What follows belongs to an exercise in optimizing a design on an open flow for small area, a short achievable clock period and few clock cycles per item; a production flow would make more cautious choices.
Only simulation tests tie the RTL to the original design; equivalence was not proved.
Power is estimated from default activity; no workload was simulated.

==> flow/design.v <==
`default_nettype none
package mipi_rx_pkg;
    localparam int WORD_W     = 48;
    localparam int LANE_BYTES = 6;
    localparam logic [WORD_W-1:0] SOF_DEFAULT = 48'hEA_FF_99_DE_AD_FF;
    localparam logic [WORD_W-1:0] EOF_DEFAULT = 48'hEA_FF_99_DE_AD_AA;
    localparam logic [7:0]        I2C_APP_ID_DEFAULT = 8'd7;
endpackage
`default_nettype wire
`timescale 1ns/10ps
`default_nettype none
module mipi_rx_decoder #(
    parameter logic [47:0] SOF_WORD   = mipi_rx_pkg::SOF_DEFAULT,
    parameter logic [47:0] EOF_WORD   = mipi_rx_pkg::EOF_DEFAULT,
    parameter logic [7:0]  I2C_APP_ID = mipi_rx_pkg::I2C_APP_ID_DEFAULT
) (
    input  wire logic        rx_pixel_clk,
    input  wire logic        arst_n,
    input  wire logic [63:0] mipi_rx_data,
    input  wire logic        mipi_rx_valid,
    input  wire logic        uart_fifo_re,
    input  wire logic        i2c_fifo_re,
    output logic [7:0]       uart_data,
    output logic [7:0]       i2c_data,
    output logic             uart_fifo_empty,
    output logic             i2c_fifo_empty
);
    localparam int NS = 64;   
    typedef enum logic [1:0] {
        S_HUNT,
        S_HDR,
        S_DATA,
        S_END
    } wstate_t;
    function automatic logic [2:0] last_bytes(input logic [7:0] mask);
        case (mask)
            8'd1:    last_bytes = 3'd1;
            8'd3:    last_bytes = 3'd2;
            8'd7:    last_bytes = 3'd3;
            8'd15:   last_bytes = 3'd4;
            8'd31:   last_bytes = 3'd5;
            default: last_bytes = 3'd6;
        endcase
    endfunction
    function automatic logic [2:0] low8(input logic [7:0] v);
        low8 = 3'd7;
        for (int i = 6; i >= 0; i--) begin
            if (v[i]) low8 = 3'(i);
        end
    endfunction
    logic [47:0] rx_word;
    always_comb begin
        for (int i = 0; i < 6; i++) begin
            rx_word[47-8*i -: 8] = mipi_rx_data[8*i +: 8];
        end
    end
    wstate_t     st;
    logic [5:0]  cnt;      
    logic        fzero;    
    logic        fdest;    
    logic [6:0]  flen;     
    logic [5:0]  fhead;    
    logic [5:0]  prev;     
    logic [5:0]  A;        
    logic [NS-1:0] A_oh;   
    logic        A_v;
    logic [NS-1:0] F;      
    logic [NS-1:0] P;      
    logic        is_sof;
    logic        is_eof;
    logic [5:0]  rlen;
    assign is_sof = (rx_word == SOF_WORD);
    assign is_eof = (rx_word == EOF_WORD);
    assign rlen   = rx_word[21:16];
    logic [47:0] w0;         
    logic        we;         
    logic        hdr_w;      
    logic        chain_we;   
    logic        end_cyc;    
    logic        commit;     
    logic        link_we;
    logic        we_n;
    assign we_n = mipi_rx_valid && (((st == S_HDR) && (rlen != 6'd0)) || (st == S_DATA));
    always_ff @(posedge rx_pixel_clk) begin
        w0 <= (st == S_HDR) ? {rx_word[47:3], last_bytes(rx_word[15:8])} : rx_word;
    end
    always_ff @(posedge rx_pixel_clk or negedge arst_n) begin
        if (!arst_n) begin
            st       <= S_HUNT;
            cnt      <= '0;
            fzero    <= 1'b0;
            fdest    <= 1'b0;
            flen     <= '0;
            we       <= 1'b0;
            hdr_w    <= 1'b0;
            chain_we <= 1'b0;
            end_cyc  <= 1'b0;
            commit   <= 1'b0;
        end else begin
            we       <= we_n;
            hdr_w    <= mipi_rx_valid && (st == S_HDR) && (rlen != 6'd0);
            chain_we <= mipi_rx_valid && (st == S_DATA);
            end_cyc  <= mipi_rx_valid && (st == S_END);
            commit   <= mipi_rx_valid && (st == S_END) && is_eof && !fzero;
            if (mipi_rx_valid) begin
                case (st)
                    S_HUNT: begin
                        if (is_sof) st <= S_HDR;
                    end
                    S_HDR: begin
                        fzero <= (rlen == 6'd0);
                        fdest <= (rx_word[47:40] == I2C_APP_ID);
                        flen  <= {1'b0, rlen} + 7'd1;
                        cnt   <= rlen;
                        st    <= (rlen == 6'd0) ? S_END : S_DATA;
                    end
                    S_DATA: begin
                        cnt <= cnt - 6'd1;
                        if (cnt == 6'd1) st <= S_END;
                    end
                    default: begin
                        st <= S_HUNT;
                    end
                endcase
            end
        end
    end
    always_ff @(posedge rx_pixel_clk or negedge arst_n) begin
        if (!arst_n) begin
            fhead <= '0;
            prev  <= '0;
        end else begin
            if (hdr_w) fhead <= A;
            if (we)    prev  <= A;
        end
    end
    logic [47:0] mem  [NS];
    logic [5:0]  nptr [NS];
    logic [NS-1:0] wr_oh;
    logic [NS-1:0] prev_oh;
    logic [5:0]    tail [2];
    logic [NS-1:0] tdec;
    logic [5:0]    ndata;
    always_comb begin
        for (int i = 0; i < NS; i++) tdec[i] = (tail[fdest] == 6'(i));
    end
    assign ndata = link_we ? fhead : A;
    for (genvar i = 0; i < NS; i++) begin : g_row
        always_ff @(posedge rx_pixel_clk) begin
            if (wr_oh[i]) mem[i] <= w0;
            if ((chain_we && prev_oh[i]) || (link_we && tdec[i])) nptr[i] <= ndata;
        end
    end
    always_ff @(posedge rx_pixel_clk) begin
        if (we) prev_oh <= A_oh;
    end
    logic [NS-1:0] Fm;
    logic [7:0]    grp_any;
    logic [7:0]    grp_below;
    logic [NS-1:0] below;
    logic [NS-1:0] B_oh;
    logic [5:0]    B;
    logic          B_v;
    logic          adv;
    always_comb begin
        Fm = F & ~A_oh;
        for (int g = 0; g < 8; g++) grp_any[g] = |Fm[8*g +: 8];
        grp_below[0] = 1'b0;
        for (int g = 1; g < 8; g++) grp_below[g] = grp_below[g-1] | grp_any[g-1];
        for (int g = 0; g < 8; g++) begin
            below[8*g] = grp_below[g];
            for (int i = 1; i < 8; i++) below[8*g+i] = below[8*g+i-1] | Fm[8*g+i-1];
        end
        B_oh = Fm & ~below;
        B    = '0;
        for (int i = 0; i < NS; i++) begin
            if (B_oh[i]) B = B | 6'(i);
        end
        B_v = |grp_any;
    end
    assign adv = we || !A_v;
    always_ff @(posedge rx_pixel_clk) begin
        if (adv) A_oh <= B_oh;
    end
    always_ff @(posedge rx_pixel_clk or negedge arst_n) begin
        if (!arst_n) wr_oh <= '0;
        else         wr_oh <= we_n ? (adv ? B_oh : A_oh) : '0;
    end
    logic          go1;
    logic          own1;
    logic          hdr1;
    logic [NS-1:0] AR_oh;
    logic          go2;
    logic          own2;
    logic          hdr2;
    logic [53:0]   rq;       
    always_ff @(posedge rx_pixel_clk or negedge arst_n) begin
        if (!arst_n) begin
            A   <= '0;
            A_v <= 1'b0;
            F   <= '1;
            P   <= '0;
        end else begin
            if (adv) begin
                A   <= B;
                A_v <= B_v;
            end
            for (int i = 0; i < NS; i++) begin
                F[i] <= (F[i] && !wr_oh[i])
                        || (go1 && AR_oh[i])
                        || (end_cyc && !commit && P[i]);
                P[i] <= !end_cyc && (P[i] || wr_oh[i]);
            end
        end
    end
    logic [5:0]  rp     [2];   
    logic [6:0]  avail  [2];   
    logic        a_nz   [2];   
    logic        a_gt1  [2];   
    logic [5:0]  wl     [2];   
    logic        wlz    [2];   
    logic        wl1    [2];   
    logic [2:0]  nl     [2];   
    logic [47:0] nxt    [2];
    logic        nxt_v  [2];
    logic [2:0]  nxt_c  [2];
    logic [47:0] cur    [2];
    logic [2:0]  cc     [2];
    logic        emp    [2];
    logic        has    [2];   
    logic        pr;
    logic          can [2];
    logic          g;
    logic          issue;
    logic [NS-1:0] dec0;
    logic [NS-1:0] dec1;
    logic [53:0]   rword_lo;
    logic [53:0]   rword_hi;
    logic [53:0]   rq_lo;
    logic [53:0]   rq_hi;
    logic          fixq;
    logic          re_in [2];
    assign re_in[0] = uart_fifo_re;
    assign re_in[1] = i2c_fifo_re;
    logic          byp [2];
    logic          nhdr [2];
    logic [NS-1:0] decq;
    always_comb begin
        for (int d = 0; d < 2; d++) begin
            byp[d]  = go2 && (own2 == d[0]) && (hdr2 ? !nxt_v[d] : wl1[d]);
            nhdr[d] = (go2 && (own2 == d[0])) ? !hdr2 : wlz[d];
            can[d]  = !(go1 && (own1 == d[0])) && a_nz[d] &&
                      (byp[d] || (!(go2 && (own2 == d[0])) && (wlz[d] || !nxt_v[d])));
        end
        g     = (can[0] && can[1]) ? pr : can[1];
        issue = can[0] || can[1];
        for (int i = 0; i < NS; i++) begin
            dec0[i] = (rp[0] == 6'(i));
            dec1[i] = (rp[1] == 6'(i));
            decq[i] = (rq[53:48] == 6'(i));
        end
    end
    always_ff @(posedge rx_pixel_clk or negedge arst_n) begin
        if (!arst_n) begin
            pr   <= 1'b0;
            go1  <= 1'b0;
            own1 <= 1'b0;
            hdr1 <= 1'b0;
            go2  <= 1'b0;
            own2 <= 1'b0;
            hdr2 <= 1'b0;
        end else begin
            if (can[0] && can[1]) pr <= !pr;
            go1  <= issue;
            own1 <= g;
            hdr1 <= g ? nhdr[1] : nhdr[0];
            go2  <= go1;
            own2 <= own1;
            hdr2 <= hdr1;
        end
    end
    always_ff @(posedge rx_pixel_clk) begin
        AR_oh <= (g ? byp[1] : byp[0]) ? decq : (g ? dec1 : dec0);
    end
    always_comb begin
        rword_lo = '0;
        rword_hi = '0;
        for (int i = 0; i < NS / 2; i++) begin
            rword_lo = rword_lo | ({54{AR_oh[i]}} & {nptr[i], mem[i]});
            rword_hi = rword_hi | ({54{AR_oh[i+NS/2]}} & {nptr[i+NS/2], mem[i+NS/2]});
        end
    end
    logic link_d [2];
    logic fix1;
    always_comb begin
        link_we = 1'b0;
        for (int d = 0; d < 2; d++) begin
            link_d[d] = commit && (fdest == d[0]) && a_nz[d];
            link_we = link_we || link_d[d];
        end
        fix1 = commit && go1 && (own1 == fdest) && !(own1 ? a_nz[1] : a_nz[0]);
    end
    always_ff @(posedge rx_pixel_clk) begin
        rq_lo <= rword_lo;
        rq_hi <= rword_hi;
        fixq  <= fix1;
    end
    assign rq = {fixq ? fhead : (rq_lo[53:48] | rq_hi[53:48]), rq_lo[47:0] | rq_hi[47:0]};
    for (genvar d = 0; d < 2; d++) begin : g_rd
        logic       iss;
        logic       rd;
        logic       cm;
        logic       pop;
        logic       need;
        assign iss  = issue && (g == d[0]);
        logic [6:0] av_0;
        logic [6:0] av_m1;
        assign av_0  = avail[d] + (cm ? flen : 7'd0);
        assign av_m1 = avail[d] + (cm ? flen - 7'd1 : 7'h7f);
        assign rd   = go2 && (own2 == d[0]);
        assign cm   = commit && (fdest == d[0]);
        assign pop  = re_in[d] && !emp[d];
        assign need = emp[d] || ((cc[d] == 3'd1) && pop);
        logic       dword;
        logic       load_n;
        logic       load_r;
        logic [2:0] rcnt;
        assign dword  = rd && !hdr2;
        assign load_n = need && nxt_v[d];
        assign load_r = need && !nxt_v[d] && dword;
        assign rcnt   = wl1[d] ? nl[d] : 3'd6;
        always_ff @(posedge rx_pixel_clk or negedge arst_n) begin
            if (!arst_n) begin
                rp[d]    <= '0;
                avail[d] <= '0;
                a_nz[d]  <= 1'b0;
                a_gt1[d] <= 1'b0;
                wl[d]    <= '0;
                wlz[d]   <= 1'b1;
                wl1[d]   <= 1'b0;
                nl[d]    <= '0;
                nxt_v[d] <= 1'b0;
                nxt_c[d] <= '0;
                cc[d]    <= '0;
                emp[d]   <= 1'b1;
                has[d]   <= 1'b0;
                tail[d]  <= '0;
            end else begin
                avail[d] <= iss ? av_m1 : av_0;
                a_nz[d]  <= cm || (iss ? a_gt1[d] : a_nz[d]);
                a_gt1[d] <= cm || (iss ? (avail[d] > 7'd2) : (avail[d] > 7'd1));
                if (cm && !a_nz[d] && !(go1 && (own1 == d[0]))) begin
                    rp[d] <= fhead;
                end else if (rd) begin
                    rp[d] <= rq[53:48];
                end
                if (cm) tail[d] <= prev;
                if (rd) begin
                    if (hdr2) begin
                        wl[d]  <= rq[21:16];
                        wlz[d] <= 1'b0;
                        wl1[d] <= (rq[21:16] == 6'd1);
                        nl[d]  <= rq[2:0];
                    end else begin
                        wl[d]  <= wl[d] - 6'd1;
                        wlz[d] <= wl1[d];
                        wl1[d] <= (wl[d] == 6'd2);
                    end
                end
                if (load_n) begin
                    nxt_v[d] <= 1'b0;
                    cc[d]    <= nxt_c[d];
                    emp[d]   <= 1'b0;
                    has[d]   <= 1'b1;
                end else if (load_r) begin
                    cc[d]    <= rcnt;
                    emp[d]   <= 1'b0;
                    has[d]   <= 1'b1;
                end else if (pop) begin
                    cc[d]    <= cc[d] - 3'd1;
                    emp[d]   <= (cc[d] == 3'd1);
                    has[d]   <= (cc[d] != 3'd1);
                end
                if (dword && !load_r) begin
                    nxt_v[d] <= 1'b1;
                    nxt_c[d] <= rcnt;
                end
            end
        end
        always_ff @(posedge rx_pixel_clk) begin
            if (dword && !load_r) nxt[d] <= rq[47:0];
            if (load_n) begin
                cur[d] <= nxt[d];
            end else if (load_r) begin
                cur[d] <= rq[47:0];
            end else if (pop) begin
                cur[d] <= {cur[d][39:0], 8'h00};
            end
        end
    end
    assign uart_data       = cur[0][47:40];
    assign i2c_data        = cur[1][47:40];
    assign uart_fifo_empty = !has[0];
    assign i2c_fifo_empty  = !has[1];
endmodule
`default_nettype wire
==> flow/flow/run.sh <==
#!/bin/bash
# The standard layout, with the I/O port buffers made from buf_4 cells
# instead of the delay cells buffer_ports picks by default.
set -euo pipefail
bash standard.sh "BUFFER_PORTS_ARGS=-buffer_cell sky130_fd_sc_hd__buf_4" finish > standard_make.log 2>&1
==> flow/standard.sh <==
#!/bin/bash
# synth_recipe.tcl (not shown) runs the flow's synth.tcl, then flattens the netlist and writes it again
# the make line also repeats each setting of config.mk as NAME=value (left out here)
make -C /OpenROAD-flow-scripts/flow DESIGN_CONFIG=/design/flow/config.mk WORK_HOME=/design/flow/orfs CLKGATE_MAP_FILE= SYNTH_SCRIPT=/design/flow/synth_recipe.tcl "${@:-finish}"
==> flow/config.mk <==
export PLATFORM = sky130hd
export DESIGN_NAME = mipi_rx_decoder
export DESIGN_NICKNAME = mipi_rx_decoder
export VERILOG_FILES = /design/flow/design.v
export SDC_FILE = /design/flow/constraint.sdc
export NUM_CORES = 4
export LEC_CHECK = 0
export CAP_MARGIN = 20
export CORE_MARGIN = 2
export CORE_UTILIZATION = 45
export CTS_CLUSTER_DIAMETER = 80
export CTS_CLUSTER_SIZE = 24
export SETUP_SLACK_MARGIN = 2.9
export SLEW_MARGIN = 20
export TNS_END_PERCENT = 20
==> flow/constraint.sdc <==
create_clock -name core_clock -period 5.5 [get_ports {rx_pixel_clk}]
set_input_delay 1.1000 -clock core_clock [delete_from_list [all_inputs] [get_ports {rx_pixel_clk}]]
set_output_delay 1.1000 -clock core_clock [all_outputs]
set_load 0.01 [all_outputs]
==> impl_metrics.py, run 1 <==
metrics = {
    "run_status": {
        "status": "finished clean",
    },
    "yosys": {
        "synthTopCellsByCount": "3712 x edfxtp_1, 1298 x a22oi_1, 444 x nand2_1",
        "syn-cell-area_sq_um": 155000,
        "synth_most_common_cell": "edfxtp_1",
        "synth_top_area_cell": "edfxtp_1",
        "synth.distinct_cells": 87,
        "synth_area_per_cell_sq_um": 16.9,
        "synth_top_area_share": 0.717,
        "syn_nets": 9295,
        "synthCells": 9193,
        "ys_ff_latch": 4319,
        "synth_area_leaders": "edfxtp_1 72%, a22oi_1 6.3%, dfrtp_1 4.1%",
        "synth_edf_count": 3712,
        "yosys_warnings": 24,
        "synthArstFlopShare": 0.0746,
        "seq_area_frac_synth": 0.806,
        "synth_flop_cell": "edfxtp_1",
    },
    "global_route": {
        "antenna_found_initial": 11,
        "grt_util_all_layers": 0.304,
        "grt_pass1_vias": 88600,
        "grt.overflow.total": 0,
        "grtUsageMet1": 0.425,
        "grt_max_degree": 96,
        "grt_pass1_wl_um": 733000,
        "grt_use_met2": 0.473,
        "grtUsageMet3": 0.0567,
        "grt_most_used_layer": "met2",
    },
    "timing": {
        "fin_setup_tns_ns": 0,
        "hold_violations": 0,
        "tightest_slew_ns": 1.16,
        "clock_skew_ns": 0.0550,
        "fmaxAchievable_mhz": 291,
        "slew_headroom": 0.227,
        "layout_setup_ws_ns": 2.06,
        "finalCritPeriodShare": 0.625,
        "timing.hold.ws_ns": 0.214,
        "rsz0062_at_grt": "true",
        "period_needed_ns": 3.44,
        "drv_slew": 0,
        "finalSetupViolCount": 0,
    },
    "floorplanning": {
        "die-height_um": 592,
        "coreArea_sq_um": 344000,
        "ios": 87,
        "die-area_sq_um": 350000,
        "die_w_um": 592,
        "initial_core_util": 0.453,
        "num_rows": 215,
    },
    "worst_setup_path": {
        "crit_slowest_cell": "dfrtp_1",
        "reg2reg_depth": 16,
        "slowest_delay_ns": 0.42,
        "cp-end-kind": "flip-flop",
        "reg2reg_slack_ns": 2.06,
        "crit_chain": "buf_12, or3b_4, o221ai_4, o31ai_4, buf_6, buf_12, xor2_2, ha_2, fa_2, a21oi_2, nor2_2, nor2_2, o21bai_1, a21oi_1, xor2_1, xnor2_1",
        "worstReg2RegStart": "hdr2",
        "reg2reg_to": "avail[1][6]",
        "crit_arrival_ns": 4.29,
        "worstPathRequired_ns": 6.35,
        "critPathLaunchType": "flip-flop",
        "crit_type": "reg2reg",
        "worstPathMaxFanout": 7,
    },
    "clocking": {
        "cts_sinks": 4319,
        "insertion_delay_ns": 0.97,
        "cts_made_buffers": 208,
        "htree_num_levels": 4,
        "cts_tree": "done",
        "clk_pin_slew_ns": 0.10,
        "cts_hold_buffers": 0,
        "cts_buffer_depth": 4,
        "clock_tree.root_cell": "clkbuf_16",
    },
    "routing": {
        "dr_total_vias": 94600,
        "drc": 0,
        "wl_per_cell_um": 38.8,
        "drtIter0Drc": 16200,
        "ant_nets": 0,
        "wirelength_um": 545000,
        "drt_first_pass_iters": 10,
        "avgViaCountPerCell": 6.73,
    },
    "finish": {
        "nets": 9424,
        "drive_gt1_frac": 0.133,
        "final_util": 0.500,
        "nFillCells": 27900,
        "area_growth_pct": 10.5,
    },
    "power": {
        "ir_drop_mv": 0.264,
        "p_leak_nw": 53.9,
        "power_density_nw_per_um2": 318,
    },
    "place": {
        "post-place-ws_ns": 1.50,
        "port_buffers": 70,
        "hpwl_um": 295000,
        "gp_congestion": 0.953,
    },
    "hold_path": {
        "min_path_type": "in2async",
    },
    "job": {
        "cap_violations": 0,
    },
}
registers in the layout (all words and copies together), names as in the netlist, 14 cells and up:
name / count
nptr: 384
avail: 14
P: 64
rq_hi: 54
w0: 48
prev_oh: 64
wr_oh: 64
rq_lo: 54
cur: 96
F: 64
nxt: 96
mem: 3072
AR_oh: 64
A_oh: 64
report_power, final:
part	leakage (nW)	switching (W)	internal [W]
Sequential	38.9	0.000171	0.0356
Clock	2.99	0.0103	0.00761
Combinational	12.0	0.000705	0.000196
Total	53.9	0.0112	0.0434
critical path, delay by kind of cell (launching register included):
kind	cells	cell delay, ns
compound gates	5	0.79
xor+xnor	3	0.54
fa+ha+maj	2	0.56
buf+inv	3	0.42
flops	1	0.42
simple gates	3	0.59
repair_timing:
action	CTS	global route
endpoints found under the setup margin	1009	842
cloned	5	4
pin swaps	92	84
hold endpoints to repair	0	0
resized for setup	269	199
buffers inserted	73	35
kinds of logic (layout without fill, tap and decap cells):
group	Yosys count	in the layout	share of synthesized area
adders and majority gates	33	33	0.00275
and+or+nand+nor	1768	1774	0.0580
xor gates and xnor gates	23	23	0.00130
muxes	47	48	0.00323
other	0	10	0
buffers and inverters	642	935	0.0160
DFF	4319	4319	0.806
AOI/OAI and AO/OA	2361	2361	0.113
routing by layer:
layer  wire [um]  part of all wire
met5           0                 0
met4       27800             0.051
met3       65700              0.12
met1      205000              0.38
met2      247000              0.45
final cells by class:
type,count,area (sq um),share of cell area
Multi-Input combinational cell,4239,29600,0.172
Sequential cell,4319,126000,0.733
Clock inverter,26,358,0.00208
Clock buffer,355,5910,0.0344
Antenna cell,10,25.0,0.000146
Tap cell,4557,5700,0.0332
Timing Repair Buffer,452,3880,0.0226
Inverter,102,403,0.00234
through the flow:
step,cell area [sq um],total power (W),instances
6_report,172000,0.0546,14100
5_1_grt,172000,0.0559,14100
4_1_cts,171000,0.0547,14000
3_5_place_dp,162000,0.0374,13600
3_3_place_gp,162000,0.0374,13500
2_1_floorplan,156000,0.0369,9193
worst max path at each step:
| stage | from | to | slack, ns | depth (start not counted) |
|---|---|---|---|---|
| after floorplan | own2 | avail[0][6] | 2.16 | 18 |
| after global placement | hdr2 | avail[0][6] | 1.37 | 15 |
| after detailed placement | hdr2 | avail[0][6] | 1.50 | 15 |
| after CTS | hdr2 | avail[0][6] | 2.02 | 16 |
| after global routing | hdr2 | avail[0][6] | 1.94 | 17 |
| final | hdr2 | avail[1][6] | 2.06 | 16 |
placed cells by master, fill, tap and decap left out, types with 28 or more instances in the layout:
| cell type | instances |
|---|---|
| clkbuf_16 | 214 |
| nand2_1 | 417 |
| nor3_1 | 38 |
| clkbuf_1 | 138 |
| dfxtp_1 | 173 |
| nor2_2 | 31 |
| buf_6 | 36 |
| dfxtp_2 | 37 |
| o21ai_0 | 300 |
| dfstp_2 | 68 |
| a221oi_1 | 216 |
| ha_1 | 28 |
| a221o_1 | 64 |
| a21oi_1 | 57 |
| a22o_1 | 230 |
| nor2_1 | 268 |
| a22oi_1 | 1296 |
| dfrtp_1 | 181 |
| or4_1 | 112 |
| buf_4 | 387 |
| dfrtp_4 | 65 |
| dfxtp_4 | 75 |
| nand2b_1 | 41 |
| nor2_4 | 52 |
| and2_1 | 48 |
| edfxtp_1 | 3712 |
| nand3_1 | 246 |
| inv_1 | 97 |
| nand4_1 | 228 |
| nor2b_1 | 127 |
Testbench counts, summed over its fixed seeds: cycles 10,216, items 16,964.
==> inputs of run 2 (changes only) <==
--- a/flow/design.v
+++ b/flow/design.v
@@ -192,6 +192,8 @@
     logic [NS-1:0] AR_oh;
     logic          go2;
     logic          own2;
+    logic          b1 [2];   
+    logic          b2 [2];   
     logic          hdr2;
     logic [53:0]   rq;       
     always_ff @(posedge rx_pixel_clk or negedge arst_n) begin
@@ -217,6 +219,7 @@
     logic [6:0]  avail  [2];   
     logic        a_nz   [2];   
     logic        a_gt1  [2];   
+    logic        rem_nz [2];   
     logic [5:0]  wl     [2];   
     logic        wlz    [2];   
     logic        wl1    [2];   
@@ -242,22 +245,20 @@
     logic          re_in [2];
     assign re_in[0] = uart_fifo_re;
     assign re_in[1] = i2c_fifo_re;
-    logic          byp [2];
     logic          nhdr [2];
-    logic [NS-1:0] decq;
+    logic [5:0]    ad [2];   
     always_comb begin
         for (int d = 0; d < 2; d++) begin
-            byp[d]  = go2 && (own2 == d[0]) && (hdr2 ? !nxt_v[d] : wl1[d]);
-            nhdr[d] = (go2 && (own2 == d[0])) ? !hdr2 : wlz[d];
-            can[d]  = !(go1 && (own1 == d[0])) && a_nz[d] &&
-                      (byp[d] || (!(go2 && (own2 == d[0])) && (wlz[d] || !nxt_v[d])));
+            nhdr[d] = b2[d] ? !hdr2 : wlz[d];
+            can[d]  = !b1[d] && a_nz[d] &&
+                      (b2[d] ? (hdr2 ? !nxt_v[d] : wl1[d]) : (wlz[d] || !nxt_v[d]));
         end
         g     = (can[0] && can[1]) ? pr : can[1];
         issue = can[0] || can[1];
+        for (int d = 0; d < 2; d++) ad[d] = b2[d] ? rq[53:48] : rp[d];
         for (int i = 0; i < NS; i++) begin
-            dec0[i] = (rp[0] == 6'(i));
-            dec1[i] = (rp[1] == 6'(i));
-            decq[i] = (rq[53:48] == 6'(i));
+            dec0[i] = (ad[0] == 6'(i));
+            dec1[i] = (ad[1] == 6'(i));
         end
     end
     always_ff @(posedge rx_pixel_clk or negedge arst_n) begin
@@ -268,6 +269,10 @@
             hdr1 <= 1'b0;
             go2  <= 1'b0;
             own2 <= 1'b0;
+            b1[0] <= 1'b0;
+            b1[1] <= 1'b0;
+            b2[0] <= 1'b0;
+            b2[1] <= 1'b0;
             hdr2 <= 1'b0;
         end else begin
             if (can[0] && can[1]) pr <= !pr;
@@ -276,11 +281,15 @@
             hdr1 <= g ? nhdr[1] : nhdr[0];
             go2  <= go1;
             own2 <= own1;
+            b1[0] <= can[0] && !g;
+            b1[1] <= can[1] && g;
+            b2[0] <= b1[0];
+            b2[1] <= b1[1];
             hdr2 <= hdr1;
         end
     end
     always_ff @(posedge rx_pixel_clk) begin
-        AR_oh <= (g ? byp[1] : byp[0]) ? decq : (g ? dec1 : dec0);
+        AR_oh <= g ? dec1 : dec0;
     end
     always_comb begin
         rword_lo = '0;
@@ -295,10 +304,11 @@
     always_comb begin
         link_we = 1'b0;
         for (int d = 0; d < 2; d++) begin
-            link_d[d] = commit && (fdest == d[0]) && a_nz[d];
+            rem_nz[d] = b1[d] ? a_gt1[d] : a_nz[d];
+            link_d[d] = commit && (fdest == d[0]) && rem_nz[d];
             link_we = link_we || link_d[d];
         end
-        fix1 = commit && go1 && (own1 == fdest) && !(own1 ? a_nz[1] : a_nz[0]);
+        fix1 = commit && (fdest ? (b1[1] && !a_gt1[1]) : (b1[0] && !a_gt1[0]));
     end
     always_ff @(posedge rx_pixel_clk) begin
         rq_lo <= rword_lo;
@@ -307,17 +317,11 @@
     end
     assign rq = {fixq ? fhead : (rq_lo[53:48] | rq_hi[53:48]), rq_lo[47:0] | rq_hi[47:0]};
     for (genvar d = 0; d < 2; d++) begin : g_rd
-        logic       iss;
         logic       rd;
         logic       cm;
         logic       pop;
         logic       need;
-        assign iss  = issue && (g == d[0]);
-        logic [6:0] av_0;
-        logic [6:0] av_m1;
-        assign av_0  = avail[d] + (cm ? flen : 7'd0);
-        assign av_m1 = avail[d] + (cm ? flen - 7'd1 : 7'h7f);
-        assign rd   = go2 && (own2 == d[0]);
+        assign rd   = b2[d];
         assign cm   = commit && (fdest == d[0]);
         assign pop  = re_in[d] && !emp[d];
         assign need = emp[d] || ((cc[d] == 3'd1) && pop);
@@ -346,10 +350,10 @@
                 has[d]   <= 1'b0;
                 tail[d]  <= '0;
             end else begin
-                avail[d] <= iss ? av_m1 : av_0;
-                a_nz[d]  <= cm || (iss ? a_gt1[d] : a_nz[d]);
-                a_gt1[d] <= cm || (iss ? (avail[d] > 7'd2) : (avail[d] > 7'd1));
-                if (cm && !a_nz[d] && !(go1 && (own1 == d[0]))) begin
+                avail[d] <= avail[d] - 7'(b1[d]) + (cm ? flen : 7'd0);
+                a_nz[d]  <= cm || rem_nz[d];
+                a_gt1[d] <= cm || (b1[d] ? (avail[d] > 7'd2) : (avail[d] > 7'd1));
+                if (cm && !a_nz[d] && !b1[d]) begin
                     rp[d] <= fhead;
                 end else if (rd) begin
                     rp[d] <= rq[53:48];
--- a/flow/config.mk
+++ b/flow/config.mk
@@ -10,6 +10,6 @@
 export CORE_UTILIZATION = 45
 export CTS_CLUSTER_DIAMETER = 80
 export CTS_CLUSTER_SIZE = 24
-export SETUP_SLACK_MARGIN = 2.9
+export SETUP_SLACK_MARGIN = 3.0
 export SLEW_MARGIN = 20
-export TNS_END_PERCENT = 20
+export TNS_END_PERCENT = 40
==> run 2 against run 1 <==
Compared with the run above: still clean; synthesized cell count shrank 0.50%; cell count shrank 0.60%; sequential share of layout area grew 0.53 points.
==> impl_metrics.py, run 2 <==
metrics = {
    "run_status": {
        "status": "finished clean",
    },
    "floorplanning": {
        "initial_core_util": 0.453,
        "coreArea_sq_um": 343000,
        "die-height_um": 592,
        "ios": 87,
        "die-area_sq_um": 350000,
        "num_rows": 215,
        "die_w_um": 592,
    },
    "clocking": {
        "cts_hold_buffers": 0,
        "insertion_delay_ns": 0.99,
        "cts_made_buffers": 208,
        "cts_sinks": 4320,
        "cts_tree": "done",
        "htree_num_levels": 4,
        "cts_buffer_depth": 4,
        "clk_pin_slew_ns": 0.10,
        "clock_tree.root_cell": "clkbuf_16",
    },
    "timing": {
        "finalCritPeriodShare": 0.538,
        "tightest_slew_ns": 1.18,
        "slew_headroom": 0.209,
        "fin_setup_tns_ns": 0,
        "finalSetupViolCount": 0,
        "layout_setup_ws_ns": 2.54,
        "hold_violations": 0,
        "drv_slew": 0,
        "rsz0062_at_grt": "true",
        "period_needed_ns": 2.96,
        "fmaxAchievable_mhz": 338,
        "clock_skew_ns": 0.0584,
    },
    "routing": {
        "avgViaCountPerCell": 6.70,
        "wl_per_cell_um": 38.7,
        "drtIter0Drc": 16100,
        "dr_total_vias": 93700,
        "drc": 0,
        "drt_first_pass_iters": 8,
        "wirelength_um": 541000,
        "ant_nets": 0,
    },
    "yosys": {
        "synthTopCellsByCount": "3712 x edfxtp_1, 1296 x a22oi_1, 423 x nand2_1",
        "synth_top_area_cell": "edfxtp_1",
        "synth_top_area_share": 0.717,
        "seq_area_frac_synth": 0.807,
        "synth_area_per_cell_sq_um": 17.0,
        "yosys_warnings": 27,
        "ys_ff_latch": 4320,
        "synth_most_common_cell": "edfxtp_1",
        "syn_nets": 9260,
        "synthArstFlopShare": 0.0748,
        "synth.distinct_cells": 84,
        "synth_edf_count": 3712,
        "synthCells": 9147,
        "synth_area_leaders": "edfxtp_1 72%, a22oi_1 6.3%, dfrtp_1 4.1%",
        "syn-cell-area_sq_um": 155000,
        "synth_flop_cell": "edfxtp_1",
    },
    "finish": {
        "regMostFlops": "mem",
        "final_cell_mix": "3712 x edfxtp_1, 1296 x a22oi_1, 389 x nand2_1, 329 x buf_4, 327 x nor2_1",
        "top_regs": "mem (3072), nptr (384)",
        "nFillCells": 28300,
        "nets": 9343,
        "drive_gt1_frac": 0.123,
        "finalNonFillerCells": 14000,
        "largest_reg_flops": 3072,
        "area_growth_pct": 9.82,
        "layout_commonest_cell": "edfxtp_1",
        "final_util": 0.497,
    },
    "global_route": {
        "grt_util_all_layers": 0.302,
        "antenna_found_initial": 18,
        "grt.overflow.total": 0,
        "grt_pass1_wl_um": 726000,
        "grt_max_degree": 108,
        "grt_pass1_vias": 88000,
    },
    "hold_path": {
        "min_path_type": "in2reg",
        "hold_depth": 1,
    },
    "worst_setup_path": {
        "critPathLaunchType": "flip-flop",
        "cp-end-kind": "primary output",
        "crit_type": "reg2out",
        "reg2reg_depth": 7,
        "worstPathRequired_ns": 4.40,
        "worstPathMaxFanout": 2,
        "crit_arrival_ns": 1.86,
        "reg2reg_slack_ns": 2.80,
    },
    "power": {
        "ir_drop_mv": 0.249,
        "p_total_w": 0.0547,
        "power_density_nw_per_um2": 321,
        "p_leak_nw": 53.8,
    },
    "place": {
        "place_inst": 13500,
        "hpwl_um": 290000,
        "port_buffers": 70,
        "post-place-ws_ns": 1.85,
        "gp_congestion": 0.941,
    },
    "job": {
        "cap_violations": 0,
    },
}
[run 2: cell families (layout without fill, tap and decap cells)]
| logic type | after synthesis | count (layout) | share of synthesized area |
|---|---|---|---|
| AOI/OAI and AO/OA | 2314 | 2316 | 0.111 |
| other | 0 | 13 | 0 |
| DFF | 4320 | 4320 | 0.807 |
| adders and majority gates | 45 | 45 | 0.00370 |
| and+or+nand+nor | 1732 | 1735 | 0.0570 |
| muxes | 57 | 62 | 0.00391 |
| buffers and inverters | 657 | 906 | 0.0164 |
| xor gates and xnor gates | 22 | 22 | 0.00124 |
[run 2: final timing paths]
kind | startpoint | endpoint
min in group asynchronous | arst_n | tail[1][0]
max in group asynchronous | arst_n | wr_oh[5]
min reg2reg | hdr1 | hdr2
min | mipi_rx_data[20] | w0[28]
max reg2reg | F[17] | A[4]
max | has[0] | uart_fifo_empty
[run 2: cell type report]
cell class,instances,area [sq um],share of cell area
tap,4557,5700,0.0334
inverter,132,512,0.00300
clock inverter,26,287,0.00168
antenna,13,32.5,0.000191
multi-input combinational,4180,28800,0.169
sequential,4320,126000,0.738
timing repair buffer,388,3360,0.0197
clock buffer,360,5990,0.0351
[run 2: metrics by stage]
stage / hold WS [ns] / cell area, sq um
floorplan: 0.331 / 155000
global placement: 0.336 / 162000
detailed placement: 0.336 / 162000
CTS: 0.195 / 170000
global route: 0.226 / 171000
finish: 0.251 / 171000
[run 2: layer usage]
metal | track usage | vias up | part of all wire
met2 | 0.469 | 6626 | 0.45
met4 | 0.114 | 16 | 0.046
met3 | 0.0661 | 1035 | 0.13
met1 | 0.418 | 49100 | 0.37
li1 | - | 36800 | -
met5 | 0 | - | 0.00021
[run 2: repair_timing]
action                                   CTS  global route
setup buffers                             45            23
cloned                                     4             6
endpoints found under the setup margin  1239          1030
pin swaps                                 31            49
resized for setup                        167           166
[run 2: power by group]
group	internal (W)	switching, W	leakage [nW]
clock network	0.00760	0.0104	2.99
logic	0.000214	0.000692	11.9
registers	0.0356	0.000208	38.9
[run 2: critical path, cell delays in order, from the launching register on]
cell	delay (ns)
dfrtp_1	0.40
clkinvlp_4	0.26
buf_6	0.21
Testbench counts of run 2, summed over its fixed seeds: cycles 10,216, items 16,964.
==> inputs of run 3 (changes only) <==
--- a/flow/config.mk
+++ b/flow/config.mk
@@ -10,6 +10,6 @@
 export CORE_UTILIZATION = 45
 export CTS_CLUSTER_DIAMETER = 80
 export CTS_CLUSTER_SIZE = 24
-export SETUP_SLACK_MARGIN = 3.0
+export SETUP_SLACK_MARGIN = 2.9
 export SLEW_MARGIN = 20
-export TNS_END_PERCENT = 40
+export TNS_END_PERCENT = 20
==> run 3 against run 2 <==
Compared with the run above: synthesized cell count did not move; critical path depth did not move; global-route usage fell by 0.22 points; worst setup slack worse by 0.0099 ns; critical path type unchanged.
==> impl_metrics.py, run 3 <==
metrics = {
    "run_status": {
        "status": "finished clean",
    },
    "worst_setup_path": {
        "crit_slowest_cell": "dfrtp_1",
        "worstReg2RegStart": "fdest",
        "crit_chain": "clkinvlp_4, buf_6",
        "worstPathMaxFanout": 2,
        "crit_family": "buffers and inverters",
        "cp-end-kind": "primary output",
        "reg2reg_depth": 6,
        "critPathLaunchType": "flip-flop",
        "crit_type": "reg2out",
        "worstPathRequired_ns": 4.40,
        "slowest_delay_ns": 0.40,
        "path_buf_inv": 2,
        "reg2reg_to": "nptr[41][1]",
        "crit_arrival_ns": 1.87,
        "reg2reg_slack_ns": 2.75,
    },
    "yosys": {
        "syn-cell-area_sq_um": 155000,
        "syn_nets": 9260,
        "synth.distinct_cells": 84,
        "synthArstFlopShare": 0.0748,
        "synth_area_per_cell_sq_um": 17.0,
        "synth_top_area_share": 0.717,
        "synth_flop_cell": "edfxtp_1",
        "synth_top_area_cell": "edfxtp_1",
        "synthCells": 9147,
        "synth_most_common_cell": "edfxtp_1",
        "ys_ff_latch": 4320,
        "synthTopCellsByCount": "3712 x edfxtp_1, 1296 x a22oi_1, 423 x nand2_1",
        "synth_area_leaders": "edfxtp_1 72%, a22oi_1 6.3%, dfrtp_1 4.1%",
        "synth_edf_count": 3712,
        "seq_area_frac_synth": 0.807,
        "yosys_warnings": 27,
    },
    "timing": {
        "fmaxAchievable_mhz": 337,
        "finalSetupViolCount": 0,
        "period_needed_ns": 2.97,
        "tightest_slew_ns": 1.13,
        "hold_violations": 0,
        "fin_setup_tns_ns": 0,
        "rsz0062_at_grt": "true",
        "finalCritPeriodShare": 0.539,
        "drv_slew": 0,
        "slew_headroom": 0.243,
        "clock_skew_ns": 0.0553,
    },
    "clocking": {
        "cts_sinks": 4320,
        "clk_pin_slew_ns": 0.10,
        "cts_made_buffers": 207,
        "cts_hold_buffers": 0,
        "cts_buffer_depth": 4,
        "cts_tree": "done",
        "htree_num_levels": 4,
        "clock_tree.root_cell": "clkbuf_16",
        "insertion_delay_ns": 0.96,
    },
    "power": {
        "power_density_nw_per_um2": 322,
        "p_switching_w": 0.0111,
        "power_frac_clock": 0.327,
        "p_leak_nw": 53.3,
        "cell_internal_pwr_w": 0.0434,
        "p_seq_frac": 0.657,
        "switching_share": 0.204,
        "p_comb_frac": 0.017,
        "ir_drop_mv": 0.266,
    },
    "place": {
        "hpwl_um": 291000,
        "gp_congestion": 0.995,
        "port_buffers": 70,
        "placed_area_sq_um": 162000,
    },
    "finish": {
        "regMostFlops": "mem",
        "area_growth_pct": 9.19,
        "largest_reg_flops": 3072,
        "layout_commonest_cell": "edfxtp_1",
        "nets": 9299,
        "top_regs": "mem (3072), nptr (384)",
        "fin_area_sq_um": 170000,
        "final_util": 0.494,
        "drive_gt1_frac": 0.111,
        "final_cell_mix": "3712 x edfxtp_1, 1296 x a22oi_1, 407 x nand2_1, 331 x nor2_1, 328 x buf_4",
    },
    "hold_path": {
        "worstHoldStart": "mipi_rx_data[45]",
        "min_path_type": "in2reg",
        "worstHoldEndpoint": "w0[5]",
        "hold_depth": 1,
    },
    "floorplanning": {
        "num_rows": 215,
        "die-area_sq_um": 350000,
        "initial_core_util": 0.453,
        "ios": 87,
        "die_w_um": 592,
        "coreArea_sq_um": 343000,
        "die-height_um": 592,
    },
    "routing": {
        "wirelength_um": 536000,
        "drtIter0Drc": 16600,
        "ant_nets": 0,
        "dr_total_vias": 93400,
        "drt_first_pass_iters": 6,
        "avgViaCountPerCell": 6.71,
        "drc": 0,
        "wl_per_cell_um": 38.5,
    },
    "global_route": {
        "grt_pass1_vias": 87700,
        "grt_pass1_wl_um": 722000,
        "grt_util_all_layers": 0.299,
        "grt.overflow.total": 0,
        "antenna_found_initial": 21,
        "grt_max_degree": 131,
    },
    "job": {
        "cap_violations": 0,
    },
}
-- run 3: cell types whose count changed in the layout (fill, tap and decap cells not counted), moves of 9 or more --
| cell | previous run | this run |
|---|---|---|
| o21ai_0 | 268 | 277 |
| nand2_1 | 389 | 407 |
| inv_1 | 119 | 129 |
| nand2_4 | 12 | 2 |
| o21ai_1 | 13 | 3 |
| ha_4 | 9 | 0 |
| buf_6 | 32 | 7 |
-- run 3: layout make-up --
cell class,count,area (sq um)
fillers,28200,174000
diodes,19,47.5
well taps,4557,5700
clock inverters,20,327
multi-input cells,4172,28300
inverters,132,508
repair buffers,353,2900
clock buffers,353,5900
flip-flops and latches,4320,126000
-- run 3: per-stage QoR --
stage / cells / hold slack [ns] / setup slack [ns] / total power, W
floorplan: 9147 / 0.331 / 2.74 / 0.0369
global placement: 13500 / 0.337 / 1.95 / 0.0374
detailed placement: 13500 / 0.350 / 1.92 / 0.0374
CTS: 13900 / 0.214 / 2.52 / 0.0546
global route: 13900 / 0.254 / 2.54 / 0.0557
finish: 13900 / 0.269 / 2.53 / 0.0546
-- run 3: cell families (layout without fill, tap and decap cells) --
logic type,count (synthesis),count (layout),synth area share
flops,4320,4320,0.807
simple gates,1732,1733,0.0570
other cells,0,19,0
fa+ha+maj,45,45,0.00370
buf+inv,657,858,0.0164
compound gates,2314,2315,0.111
mux,57,57,0.00391
xor+xnor,22,22,0.00124
-- run 3: worst max path at each step --
stage,from,endpoint,depth (start not counted)
global placement,fdest,avail[1][6],13
detailed placement,i2c_fifo_re,cur[1][45],6
finish,has[1],i2c_fifo_empty,2
CTS,has[1],i2c_fifo_empty,2
global route,has[1],i2c_fifo_empty,2
floorplan,mipi_rx_data[26],st[0],8
-- run 3: worst register-to-register path, stage by stage, from the launching register on --
cell and delay [ns]:
dfrtp_4 0.51, buf_12 0.16, nand2b_1 0.32, o22ai_1 0.20, buf_4 0.26, mux2_2 0.64
buf_4 0.44
-- run 3: repair_timing --
item | CTS | global route
setup endpoints to repair | 1126 | 736
pin swaps | 3 | 22
buffers inserted | 9 | 17
gates cloned | 1 | 1
gates resized for setup | 97 | 111
-- run 3: per-layer routing --
| metal | global-route usage | share of wire | routed length, um |
|---|---|---|---|
| met1 | 0.417 | 0.37 | 200000 |
| met2 | 0.463 | 0.45 | 242000 |
| met3 | 0.0640 | 0.13 | 68300 |
| met4 | 0.117 | 0.047 | 25100 |
| met5 | 0 | 0.00010 | 54 |
-- run 3: power by group through the flow --
stage               clock network [W]  logic, W  registers (W)
floorplan                           0  0.000302         0.0366
global placement                    0  0.000796         0.0366
detailed placement                  0  0.000848         0.0366
CTS                            0.0179  0.000869         0.0358
global route                   0.0189  0.000971         0.0359
finish                         0.0178  0.000904         0.0358
==> inputs of run 4 (changes only) <==
--- a/flow/design.v
+++ b/flow/design.v
@@ -78,6 +78,7 @@
     logic        chain_we;   
     logic        end_cyc;    
     logic        commit;     
+    logic        disc;       
     logic        link_we;
     logic        we_n;
     assign we_n = mipi_rx_valid && (((st == S_HDR) && (rlen != 6'd0)) || (st == S_DATA));
@@ -96,12 +97,14 @@
             chain_we <= 1'b0;
             end_cyc  <= 1'b0;
             commit   <= 1'b0;
+            disc     <= 1'b0;
         end else begin
             we       <= we_n;
             hdr_w    <= mipi_rx_valid && (st == S_HDR) && (rlen != 6'd0);
             chain_we <= mipi_rx_valid && (st == S_DATA);
             end_cyc  <= mipi_rx_valid && (st == S_END);
             commit   <= mipi_rx_valid && (st == S_END) && is_eof && !fzero;
+            disc     <= mipi_rx_valid && (st == S_END) && !(is_eof && !fzero);
             if (mipi_rx_valid) begin
                 case (st)
                     S_HUNT: begin
@@ -210,7 +213,7 @@
             for (int i = 0; i < NS; i++) begin
                 F[i] <= (F[i] && !wr_oh[i])
                         || (go1 && AR_oh[i])
-                        || (end_cyc && !commit && P[i]);
+                        || (disc && P[i]);
                 P[i] <= !end_cyc && (P[i] || wr_oh[i]);
             end
         end
@@ -229,7 +232,7 @@
     logic [2:0]  nxt_c  [2];
     logic [47:0] cur    [2];
     logic [2:0]  cc     [2];
-    logic        emp    [2];
+    logic        emp    [2];   
     logic        has    [2];   
     logic        pr;
     logic          can [2];
@@ -323,8 +326,8 @@
         logic       need;
         assign rd   = b2[d];
         assign cm   = commit && (fdest == d[0]);
-        assign pop  = re_in[d] && !emp[d];
-        assign need = emp[d] || ((cc[d] == 3'd1) && pop);
+        assign pop  = re_in[d] && has[d];
+        assign need = !has[d] || ((cc[d] == 3'd1) && pop);
         logic       dword;
         logic       load_n;
         logic       load_r;
@@ -404,7 +407,7 @@
     end
     assign uart_data       = cur[0][47:40];
     assign i2c_data        = cur[1][47:40];
-    assign uart_fifo_empty = !has[0];
-    assign i2c_fifo_empty  = !has[1];
+    assign uart_fifo_empty = emp[0];
+    assign i2c_fifo_empty  = emp[1];
 endmodule
 `default_nettype wire
==> run 4 against run 3 <==
Compared with the run above: non-clock buffer count grew 13; critical endpoint unchanged; still clean on timing, DRC and antenna; synthesized area shrank 0.13%; register-to-register slack lost 0.11 ns; power shrank 0.92%; critical path depth shrank 1; combinational power shrank 34%; clock power is essentially flat; worst setup slack gained 0.066 ns; global-route usage is essentially flat; sequential share of layout area is essentially flat.
==> impl_metrics.py, run 4 <==
metrics = {
    "clocking": {
        "cts_sinks": 4321,
        "cts_buffer_depth": 4,
        "clk_pin_slew_ns": 0.09,
        "insertion_delay_ns": 0.98,
        "cts_made_buffers": 207,
        "htree_num_levels": 4,
        "cts_tree": "done",
        "clock_tree.root_cell": "clkbuf_16",
        "cts_hold_buffers": 0,
    },
    "yosys": {
        "syn-cell-area_sq_um": 155000,
        "synth_area_per_cell_sq_um": 16.9,
        "synthArstFlopShare": 0.0750,
        "synth_top_area_share": 0.718,
        "synth_most_common_cell": "edfxtp_1",
        "synth_area_leaders": "edfxtp_1 72%, a22oi_1 6.6%, dfrtp_1 4.1%",
        "synth_top_area_cell": "edfxtp_1",
        "synth.distinct_cells": 76,
        "synthCells": 9190,
        "synthTopCellsByCount": "3712 x edfxtp_1, 1361 x a22oi_1, 434 x nand2_1",
        "syn_nets": 9303,
        "ys_ff_latch": 4321,
        "synth_edf_count": 3712,
        "synth_flop_cell": "edfxtp_1",
        "yosys_warnings": 27,
        "seq_area_frac_synth": 0.808,
    },
    "worst_setup_path": {
        "worstPathMaxFanout": 2,
        "critPathLaunchType": "flip-flop",
        "crit_family": "flip-flops",
        "slowest_delay_ns": 0.70,
        "path_buf_inv": 1,
        "reg2reg_slack_ns": 2.64,
        "crit_arrival_ns": 1.80,
        "crit_type": "reg2out",
        "cp-end-kind": "primary output",
        "worstPathRequired_ns": 4.40,
        "crit_slowest_cell": "dfstp_2",
        "crit_chain": "buf_6",
    },
    "place": {
        "gp_congestion": 0.947,
        "post-place-ws_ns": 1.90,
        "hpwl_um": 288000,
        "port_buffers": 70,
    },
    "finish": {
        "nFillCells": 28100,
        "final_cell_mix": "3712 x edfxtp_1, 1361 x a22oi_1, 429 x nand2_1, 343 x nor2_1, 332 x o21ai_0",
        "top_regs": "mem (3072), nptr (384)",
        "regMostFlops": "mem",
        "multi_input_area_sq_um": 27900,
        "drive_gt1_frac": 0.111,
        "seq_area_sq_um": 126000,
        "largest_reg_flops": 3072,
        "layout_commonest_cell": "edfxtp_1",
        "final_util": 0.495,
        "area_growth_pct": 9.37,
        "nets": 9357,
    },
    "routing": {
        "wirelength_um": 536000,
        "ant_nets": 0,
        "drtIter0Drc": 16900,
        "drt_first_pass_iters": 6,
        "drc": 0,
        "avgViaCountPerCell": 6.67,
        "wl_per_cell_um": 38.3,
        "dr_total_vias": 93300,
    },
    "timing": {
        "fmaxAchievable_mhz": 345,
        "layout_setup_ws_ns": 2.60,
        "drv_slew": 0,
        "finalCritPeriodShare": 0.527,
        "timing.hold.ws_ns": 0.198,
        "hold_violations": 0,
        "finalSetupViolCount": 0,
        "fin_setup_tns_ns": 0,
        "rsz0062_at_grt": "true",
        "tightest_slew_ns": 1.14,
        "slew_headroom": 0.241,
        "period_needed_ns": 2.90,
        "clock_skew_ns": 0.0764,
    },
    "floorplanning": {
        "die-area_sq_um": 350000,
        "die_w_um": 591,
        "coreArea_sq_um": 343000,
        "ios": 87,
        "num_rows": 215,
        "die-height_um": 591,
        "initial_core_util": 0.452,
    },
    "power": {
        "ir_drop_mv": 0.259,
        "p_leak_nw": 53.0,
        "power_density_nw_per_um2": 319,
        "p_total_w": 0.0541,
    },
    "global_route": {
        "grt_pass1_wl_um": 722000,
        "grtUsageMet3": 0.0682,
        "grt_pass1_vias": 88200,
        "grt_max_degree": 117,
        "grt_most_used_layer": "met2",
        "grt_use_met2": 0.462,
        "grt_util_all_layers": 0.299,
        "antenna_found_initial": 26,
        "grt.overflow.total": 0,
        "grtUsageMet1": 0.411,
    },
    "job": {
        "cap_violations": 0,
    },
    "hold_path": {
        "min_path_type": "in2async",
    },
    "run_status": {
        "status": "finished clean",
    },
}
[run 4: changes by cell type in the layout (fill, tap and decap cells not counted), sizes merged, moves of 10 or more]
cell / delta
nor2b: -84
a22oi: +65
nor3: -14
a221o: -63
o21ai: +64
inv: +62
buf: +10
a21oi: -10
[run 4: path summary, 6_finish.rpt]
kind	startpoint	to	cells after the start
min reg2reg	hdr1	hdr2	0
max in group asynchronous	arst_n	hdr2	2
max reg2reg	F[1]	wr_oh[61]	8
max	emp[1]	i2c_fifo_empty	1
min in group core_clock	mipi_rx_data[19]	w0[27]	1
min	arst_n	avail[0][5]	1
[run 4: layout make-up]
type,instances,share of cell area
Timing Repair inverter,1,0.0000442
Clock inverter,21,0.00163
Antenna cell,13,0.000192
Timing Repair Buffer,366,0.0188
Clock buffer,356,0.0348
Inverter,193,0.00432
Sequential cell,4321,0.742
Multi-Input combinational cell,4154,0.164
Tap cell,4557,0.0336
[run 4: routing by layer]
layer,part of all wire,vias to the layer above
met5,0.00020,-
met4,0.050,12
met3,0.13,1013
met2,0.45,6724
met1,0.37,48700
li1,-,36800
[run 4: kinds of logic (layout without fill, tap and decap cells)]
group,after synthesis,count (layout),share of synthesized area
compound gates,2378,2378,0.112
xor+xnor,22,22,0.00124
fa+ha+maj,45,45,0.00371
buf+inv,721,937,0.0179
flops,4321,4321,0.808
mux,55,58,0.00377
other cells,0,13,0
simple gates,1648,1651,0.0532
[run 4: per-stage QoR]
step           instance area, sq um  cells
2_1_floorplan                155000   9190
3_3_place_gp                 162000  13500
3_5_place_dp                 162000  13500
4_1_cts                      169000  13900
5_1_grt                      170000  14000
6_report                     170000  14000
[run 4: repair_timing]
action / 4_1_cts / 5_1_grt
resized for setup: 107 / 92
setup endpoints to repair: 1130 / 993
buffers inserted: 32 / 15
pin swaps: 31 / 22
gates cloned: 1 / 8
[run 4: worst reg2reg max path, delay by kind of cell, from the launching register on]
kind | cells | cell delay (ns)
AO/OA/AOI/OAI | 1 | 0.17
buffers and inverters | 1 | 0.21
flip-flops | 1 | 0.39
AND/OR/NAND/NOR | 6 | 2.04
[run 4: where the power goes]
part	total (W)	switching, W	leakage (nW)	internal, W
logic	0.000596	0.000470	11.3	0.000126
clock network	0.0177	0.0103	2.94	0.00749
registers	0.0357	0.000214	38.7	0.0355
Testbench counts of run 4, summed over its fixed seeds: cycles 10,216, items 16,964.
==> inputs of run 5 (changes only) <==
--- a/flow/config.mk
+++ b/flow/config.mk
@@ -9,7 +9,7 @@
 export CORE_MARGIN = 2
 export CORE_UTILIZATION = 45
 export CTS_CLUSTER_DIAMETER = 80
-export CTS_CLUSTER_SIZE = 24
+export CTS_CLUSTER_SIZE = 28
 export SETUP_SLACK_MARGIN = 2.9
 export SLEW_MARGIN = 20
 export TNS_END_PERCENT = 20
==> run 5 against run 4 <==
Compared with the run above: power fell by 1.0%; critical endpoint unchanged; clock power down 3%; synthesized area unchanged; die area stayed put; global-route usage barely moved.
==> impl_metrics.py, run 5 <==
metrics = {
    "worst_setup_path": {
        "crit_type": "reg2out",
        "crit_family": "flip-flops",
        "worstPathRequired_ns": 4.40,
        "path_buf_inv": 1,
        "cp-end-kind": "primary output",
        "worstReg2RegStart": "F[51]",
        "reg2reg_slack_ns": 2.73,
        "reg2reg_to": "wr_oh[61]",
        "crit_slowest_cell": "dfstp_2",
        "critPathLaunchType": "flip-flop",
        "reg2reg_depth": 8,
        "crit_arrival_ns": 1.77,
        "slowest_delay_ns": 0.69,
        "worstPathMaxFanout": 2,
        "crit_chain": "buf_6",
    },
    "yosys": {
        "synthCells": 9190,
        "synth_edf_count": 3712,
        "syn_nets": 9303,
        "synth_top_area_share": 0.718,
        "seq_area_frac_synth": 0.808,
        "synth_top_area_cell": "edfxtp_1",
        "yosys_warnings": 27,
        "synth_most_common_cell": "edfxtp_1",
        "synth.distinct_cells": 76,
        "ys_ff_latch": 4321,
        "syn-cell-area_sq_um": 155000,
        "synth_area_leaders": "edfxtp_1 72%, a22oi_1 6.6%, dfrtp_1 4.1%",
        "synth_area_per_cell_sq_um": 16.9,
        "synthTopCellsByCount": "3712 x edfxtp_1, 1361 x a22oi_1, 434 x nand2_1",
        "synth_flop_cell": "edfxtp_1",
        "synthArstFlopShare": 0.0750,
    },
    "timing": {
        "fin_setup_tns_ns": 0,
        "clock_skew_ns": 0.0580,
        "period_needed_ns": 2.87,
        "fmaxAchievable_mhz": 349,
        "tightest_slew_ns": 1.16,
        "finalSetupViolCount": 0,
        "finalCritPeriodShare": 0.522,
        "rsz0062_at_grt": "true",
        "layout_setup_ws_ns": 2.63,
        "drv_slew": 0,
        "hold_violations": 0,
        "timing.hold.ws_ns": 0.201,
        "slew_headroom": 0.221,
    },
    "global_route": {
        "antenna_found_initial": 23,
        "grt_max_degree": 117,
        "grt.overflow.total": 0,
        "grt_pass1_wl_um": 722000,
        "grt_util_all_layers": 0.299,
        "grt_pass1_vias": 87900,
    },
    "floorplanning": {
        "initial_core_util": 0.452,
        "die_w_um": 591,
        "ios": 87,
        "num_rows": 215,
        "die-area_sq_um": 350000,
        "die-height_um": 591,
        "coreArea_sq_um": 343000,
    },
    "routing": {
        "drt_first_pass_iters": 8,
        "wl_per_cell_um": 38.4,
        "drc": 0,
        "avgViaCountPerCell": 6.67,
        "drtIter0Drc": 16500,
        "wirelength_um": 535000,
        "dr_total_vias": 93000,
        "ant_nets": 0,
    },
    "finish": {
        "final_cell_mix": "3712 x edfxtp_1, 1361 x a22oi_1, 427 x nand2_1, 343 x nor2_1, 337 x o21ai_0",
        "largest_reg_flops": 3072,
        "finalNonFillerCells": 13900,
        "nets": 9336,
        "top_regs": "mem (3072), nptr (384)",
        "layout_commonest_cell": "edfxtp_1",
        "area_growth_pct": 8.99,
        "regMostFlops": "mem",
        "drive_gt1_frac": 0.110,
    },
    "clocking": {
        "cts_sinks": 4321,
        "cts_made_buffers": 187,
        "insertion_delay_ns": 0.95,
        "clock_tree.root_cell": "clkbuf_16",
        "clk_pin_slew_ns": 0.11,
        "cts_buffer_depth": 4,
        "htree_num_levels": 4,
        "cts_tree": "done",
    },
    "place": {
        "post-place-ws_ns": 1.90,
        "hpwl_um": 288000,
        "gp_congestion": 0.947,
        "port_buffers": 70,
        "place_inst": 13500,
    },
    "job": {
        "cap_violations": 0,
    },
    "power": {
        "p_leak_nw": 52.8,
        "ir_drop_mv": 0.274,
        "power_density_nw_per_um2": 316,
        "p_total_w": 0.0535,
    },
    "hold_path": {
        "min_path_type": "in2async",
    },
    "run_status": {
        "status": "finished clean",
    },
}
run 5: cell types whose count changed in the layout (fill, tap and decap cells not counted), sizes merged, moves of 2 or more:
cell    change
inv         +7
clkinv     +15
clkbuf     -69
bufinv      +2
diode       -4
buf         +2
run 5: through the flow:
stage | utilization | cell area (sq um)
finish | 0.493 | 169000
global route | 0.493 | 169000
CTS | 0.492 | 169000
detailed placement | 0.473 | 162000
global placement | 0.472 | 162000
floorplan | - | 155000
run 5: metal layers:
layer	track usage	wire length, um	vias to the layer above
li1	-	-	36800
met1	0.411	199000	48600
met2	0.464	242000	6582
met3	0.0670	67900	1022
met4	0.120	26500	14
met5	0.00149	134	-
run 5: how the worst max path moves through the flow:
| stage | startpoint | end | slack (ns) | cells after the start |
|---|---|---|---|---|
| after global routing | emp[1] | i2c_fifo_empty | 2.57 | 1 |
| after CTS | emp[1] | i2c_fifo_empty | 2.55 | 1 |
| after detailed placement | F[0] | wr_oh[44] | 1.90 | 8 |
| after floorplan | mipi_rx_data[26] | st[0] | 2.75 | 8 |
| after global placement | fdest | avail[1][6] | 1.94 | 13 |
| final | emp[1] | i2c_fifo_empty | 2.63 | 1 |
run 5: logic make-up (layout without fill, tap and decap cells):
| kind of cell | after synthesis | after routing | share of synthesized area |
|---|---|---|---|
| AND/OR/NAND/NOR | 1648 | 1651 | 0.0532 |
| XOR/XNOR | 22 | 22 | 0.00124 |
| AO/OA/AOI/OAI | 2378 | 2378 | 0.112 |
| adder cells (fa/ha/maj) | 45 | 45 | 0.00371 |
| multiplexers | 55 | 58 | 0.00377 |
| other | 0 | 9 | 0 |
| buffers and inverters | 721 | 893 | 0.0179 |
| flip-flops | 4321 | 4321 | 0.808 |
run 5: layout make-up:
cell class,instances,area [sq um]
repair inverters,1,7.51
fillers,28100,174000
multi-input cells,4154,27800
diodes,9,22.5
flip-flops and latches,4321,126000
clock inverters,44,531
clock buffers,290,5260
repair buffers,365,3080
inverters,193,733
well taps,4557,5700
run 5: power breakdown:
| group | switching [W] | internal (W) | leakage, nW |
|---|---|---|---|
| sequential | 0.000212 | 0.0355 | 38.8 |
| clock | 0.0102 | 0.00698 | 2.79 |
| combinational | 0.000478 | 0.000127 | 11.3 |
| total | 0.0109 | 0.0426 | 52.8 |
run 5: repair_timing:
action,4_1_cts,5_1_grt
hold buffers,0,0
buffers inserted,37,12
resized for setup,115,59
pin swaps,31,11
setup endpoints to repair,1144,1044
gates cloned,2,5
==> inputs of run 6 (changes only) <==
--- a/flow/design.v
+++ b/flow/design.v
@@ -374,18 +374,16 @@
                         wl1[d] <= (wl[d] == 6'd2);
                     end
                 end
+                emp[d] <= !(load_n || load_r) && (pop ? (cc[d] == 3'd1) : !has[d]);
                 if (load_n) begin
                     nxt_v[d] <= 1'b0;
                     cc[d]    <= nxt_c[d];
-                    emp[d]   <= 1'b0;
                     has[d]   <= 1'b1;
                 end else if (load_r) begin
                     cc[d]    <= rcnt;
-                    emp[d]   <= 1'b0;
                     has[d]   <= 1'b1;
                 end else if (pop) begin
                     cc[d]    <= cc[d] - 3'd1;
-                    emp[d]   <= (cc[d] == 3'd1);
                     has[d]   <= (cc[d] != 3'd1);
                 end
                 if (dword && !load_r) begin
==> run 6 against run 5 <==
Compared with the run above: sequential power barely moved; synthesized area about the same; sequential cell count unchanged; final area rose by 0.15%; fmax is 2.0% higher; critical path depth increased by 10; worst setup slack improved by 0.056 ns.
==> impl_metrics.py, run 6 <==
metrics = {
    "worst_setup_path": {
        "worstPathRequired_ns": 6.38,
        "crit_type": "reg2reg",
        "reg2reg_slack_ns": 2.69,
        "cp-end-kind": "flip-flop",
        "crit_arrival_ns": 3.70,
        "reg2reg_depth": 11,
        "worstReg2RegStart": "F[30]",
        "reg2reg_to": "A[3]",
        "critPathLaunchType": "flip-flop",
        "worstPathMaxFanout": 6,
    },
    "clocking": {
        "cts_buffer_depth": 4,
        "htree_num_levels": 4,
        "insertion_delay_ns": 1.00,
        "cts_made_buffers": 188,
        "cts_sinks": 4321,
        "clk_pin_slew_ns": 0.11,
        "clock_tree.root_cell": "clkbuf_16",
        "cts_tree": "done",
    },
    "timing": {
        "tightest_slew_ns": 1.19,
        "layout_setup_ws_ns": 2.69,
        "hold_violations": 0,
        "finalSetupViolCount": 0,
        "fin_setup_tns_ns": 0,
        "rsz0062_at_grt": "true",
        "period_needed_ns": 2.81,
        "fmaxAchievable_mhz": 355,
        "finalCritPeriodShare": 0.512,
        "clock_skew_ns": 0.112,
        "drv_slew": 0,
        "slew_headroom": 0.210,
    },
    "routing": {
        "highest-signal-layer": "met5",
        "drtIter0Drc": 16500,
        "dr_total_vias": 93600,
        "wirelength_um": 536000,
        "met3_wirelength_um": 67400,
        "wl_met2_um": 249000,
        "wl_per_cell_um": 38.4,
        "avgViaCountPerCell": 6.71,
        "drt-met1-wl_um": 199000,
        "drt_first_pass_iters": 8,
        "ant_nets": 0,
        "drc": 0,
    },
    "floorplanning": {
        "die-area_sq_um": 350000,
        "die-height_um": 591,
        "initial_core_util": 0.452,
        "coreArea_sq_um": 343000,
        "ios": 87,
        "num_rows": 215,
        "die_w_um": 591,
    },
    "finish": {
        "layout_commonest_cell": "edfxtp_1",
        "fin_area_sq_um": 169000,
        "nets": 9338,
        "final_cell_mix": "3712 x edfxtp_1, 1360 x a22oi_1, 418 x nand2_1, 341 x o21ai_0, 336 x nor2_1",
        "top_regs": "mem (3072), nptr (384)",
        "area_growth_pct": 9.15,
        "regMostFlops": "mem",
        "largest_reg_flops": 3072,
        "drive_gt1_frac": 0.111,
    },
    "hold_path": {
        "min_path_type": "in2async",
    },
    "yosys": {
        "syn_nets": 9308,
        "yosys_warnings": 27,
        "synth_top_area_share": 0.718,
        "synthTopCellsByCount": "3712 x edfxtp_1, 1361 x a22oi_1, 442 x nand2_1",
        "synthCells": 9195,
        "seq_area_frac_synth": 0.808,
        "synth_area_per_cell_sq_um": 16.9,
        "synthArstFlopShare": 0.0750,
        "synth_flop_cell": "edfxtp_1",
        "ys_ff_latch": 4321,
        "synth_area_leaders": "edfxtp_1 72%, a22oi_1 6.6%, dfrtp_1 4.1%",
        "synth_top_area_cell": "edfxtp_1",
        "synth_edf_count": 3712,
        "syn-cell-area_sq_um": 155000,
        "synth_most_common_cell": "edfxtp_1",
        "synth.distinct_cells": 80,
    },
    "run_status": {
        "status": "finished clean",
    },
    "power": {
        "p_comb_frac": 0.011,
        "p_switching_w": 0.0111,
        "power_density_nw_per_um2": 319,
        "power_frac_clock": 0.323,
        "ir_drop_mv": 0.308,
        "cell_internal_pwr_w": 0.0429,
        "p_leak_nw": 53.1,
        "p_seq_frac": 0.666,
        "switching_share": 0.206,
    },
    "global_route": {
        "antenna_found_initial": 34,
        "grt_util_all_layers": 0.299,
        "grt_pass1_vias": 86700,
        "grt_max_degree": 97,
        "grt.overflow.total": 0,
        "grt_pass1_wl_um": 723000,
    },
    "place": {
        "gp_congestion": 0.899,
        "port_buffers": 70,
        "placed_area_sq_um": 162000,
        "hpwl_um": 294000,
        "post-place-ws_ns": 1.66,
    },
    "job": {
        "cap_violations": 0,
    },
}
==> run 6: cell types whose count changed in the layout (fill, tap and decap cells not counted), moves of 8 or more <==
cell / delta
dfxtp_2: -18
clkbuf_1: +10
a22o_2: -8
dfxtp_4: +20
a22o_1: +12
nand2_2: +12
nand2_4: +8
a21oi_1: -8
mux2i_1: -9
buf_4: -8
nand2_1: -9
o21ai_1: +14
==> run 6: kinds of logic (layout without fill, tap and decap cells) <==
family,after synthesis,after routing,synth area share
flops,4321,4321,0.808
compound gates,2379,2380,0.113
fa+ha+maj,45,45,0.00371
simple gates,1654,1656,0.0529
mux,54,54,0.00373
other cells,0,11,0
xor+xnor,22,22,0.00124
buf+inv,720,904,0.0179
==> run 6: stage by stage <==
| stage | power (W) | instances | hold slack (ns) | utilization |
|---|---|---|---|---|
| after floorplan | 0.0369 | 9195 | 0.331 | - |
| after global placement | 0.0372 | 13500 | 0.332 | 0.472 |
| after detailed placement | 0.0373 | 13500 | 0.342 | 0.472 |
| after CTS | 0.0541 | 13900 | 0.143 | 0.491 |
| after global routing | 0.0552 | 13900 | 0.190 | 0.494 |
| final | 0.0540 | 14000 | 0.104 | 0.494 |
==> run 6: worst max-delay path, cell delays in order (launching register included) <==
cell and delay, ns:
dfstp_2 0.40, nor2b_4 0.12, or4_4 0.59, nor4_4 0.32
nand4_1 0.14, buf_6 0.20, buf_12 0.15, nor2_4 0.17
buf_4 0.20, a32oi_1 0.11, nand3_1 0.21, o32a_1 0.15
==> run 6: worst max path at each step <==
stage	cells after the start	startpoint	slack (ns)	endpoint
floorplan	16	fdest	2.51	avail[1][6]
global placement	6	b1[0]	1.69	nptr[4][4]
detailed placement	4	fdest	1.66	nptr[3][2]
CTS	1	emp[0]	2.73	uart_fifo_empty
global route	11	F[30]	2.69	wr_oh[60]
finish	11	F[30]	2.69	A[3]
==> run 6: routing by layer <==
layer,track usage,vias up
met5,0,-
met4,0.0995,12
li1,-,36800
met1,0.413,49000
met3,0.0576,1091
met2,0.479,6694
==> run 6: layout make-up <==
type                       instances  area, sq um
clock buffer                     298         5280
timing repair buffer             361         3130
tap                             4557         5700
clock inverter                    49          631
sequential                      4321       126000
antenna                           11         27.5
multi-input combinational       4157        27900
inverter                         196          736
fill                           28300       174000
==> run 6: what timing repair did <==
action | 4_1_cts | 5_1_grt
setup endpoints to repair | 1210 | 584
endpoints found under the hold margin | 0 | 0
hold buffers | 0 | 0
pin swaps | 6 | 40
buffers inserted | 14 | 33
gates resized for setup | 77 | 129
cloned | 1 | 6
==> run 6: power groups by stage <==
stage               Combinational [W]  Clock, W  Sequential, W
floorplan                    0.000268         0         0.0366
global placement             0.000544         0         0.0367
detailed placement           0.000563         0         0.0367
CTS                          0.000574    0.0175         0.0360
global route                 0.000626    0.0185         0.0360
finish                       0.000567    0.0175         0.0360
Testbench counts of run 6, summed over its fixed seeds: cycles 10,216, items 16,964.

==> separate check: timing with driven ports <==
Ports are ideal in the flow. The routed layouts listed here were re-timed in OpenROAD.
Step 1 assumes that a clkbuf_16 drives the clock port and a buf_2 every other input.
Step 2 also shifts input and output timing later by t, the mid clock arrival at the registers, as if the neighbouring blocks saw the same clock.
Three values: no drivers, after step 1, after step 2; two values: the first two.
run | shift t [ns] | setup WS [ns]
run 1 | 1.048 | 2.061 / 2.061 / 2.004
run 2 | 1.058 | 2.543 / 2.439 / 2.221
run 3 | 1.042 | 2.533 / 2.429 / 2.120
run 4 | 1.046 | 2.599 / 2.492 / 2.151
run 5 | 1.028 | 2.631 / 2.524 / 2.129
run 6 | 1.048 | 2.687 / 2.687 / 2.108
After both steps setup and hold are still met in every run listed.
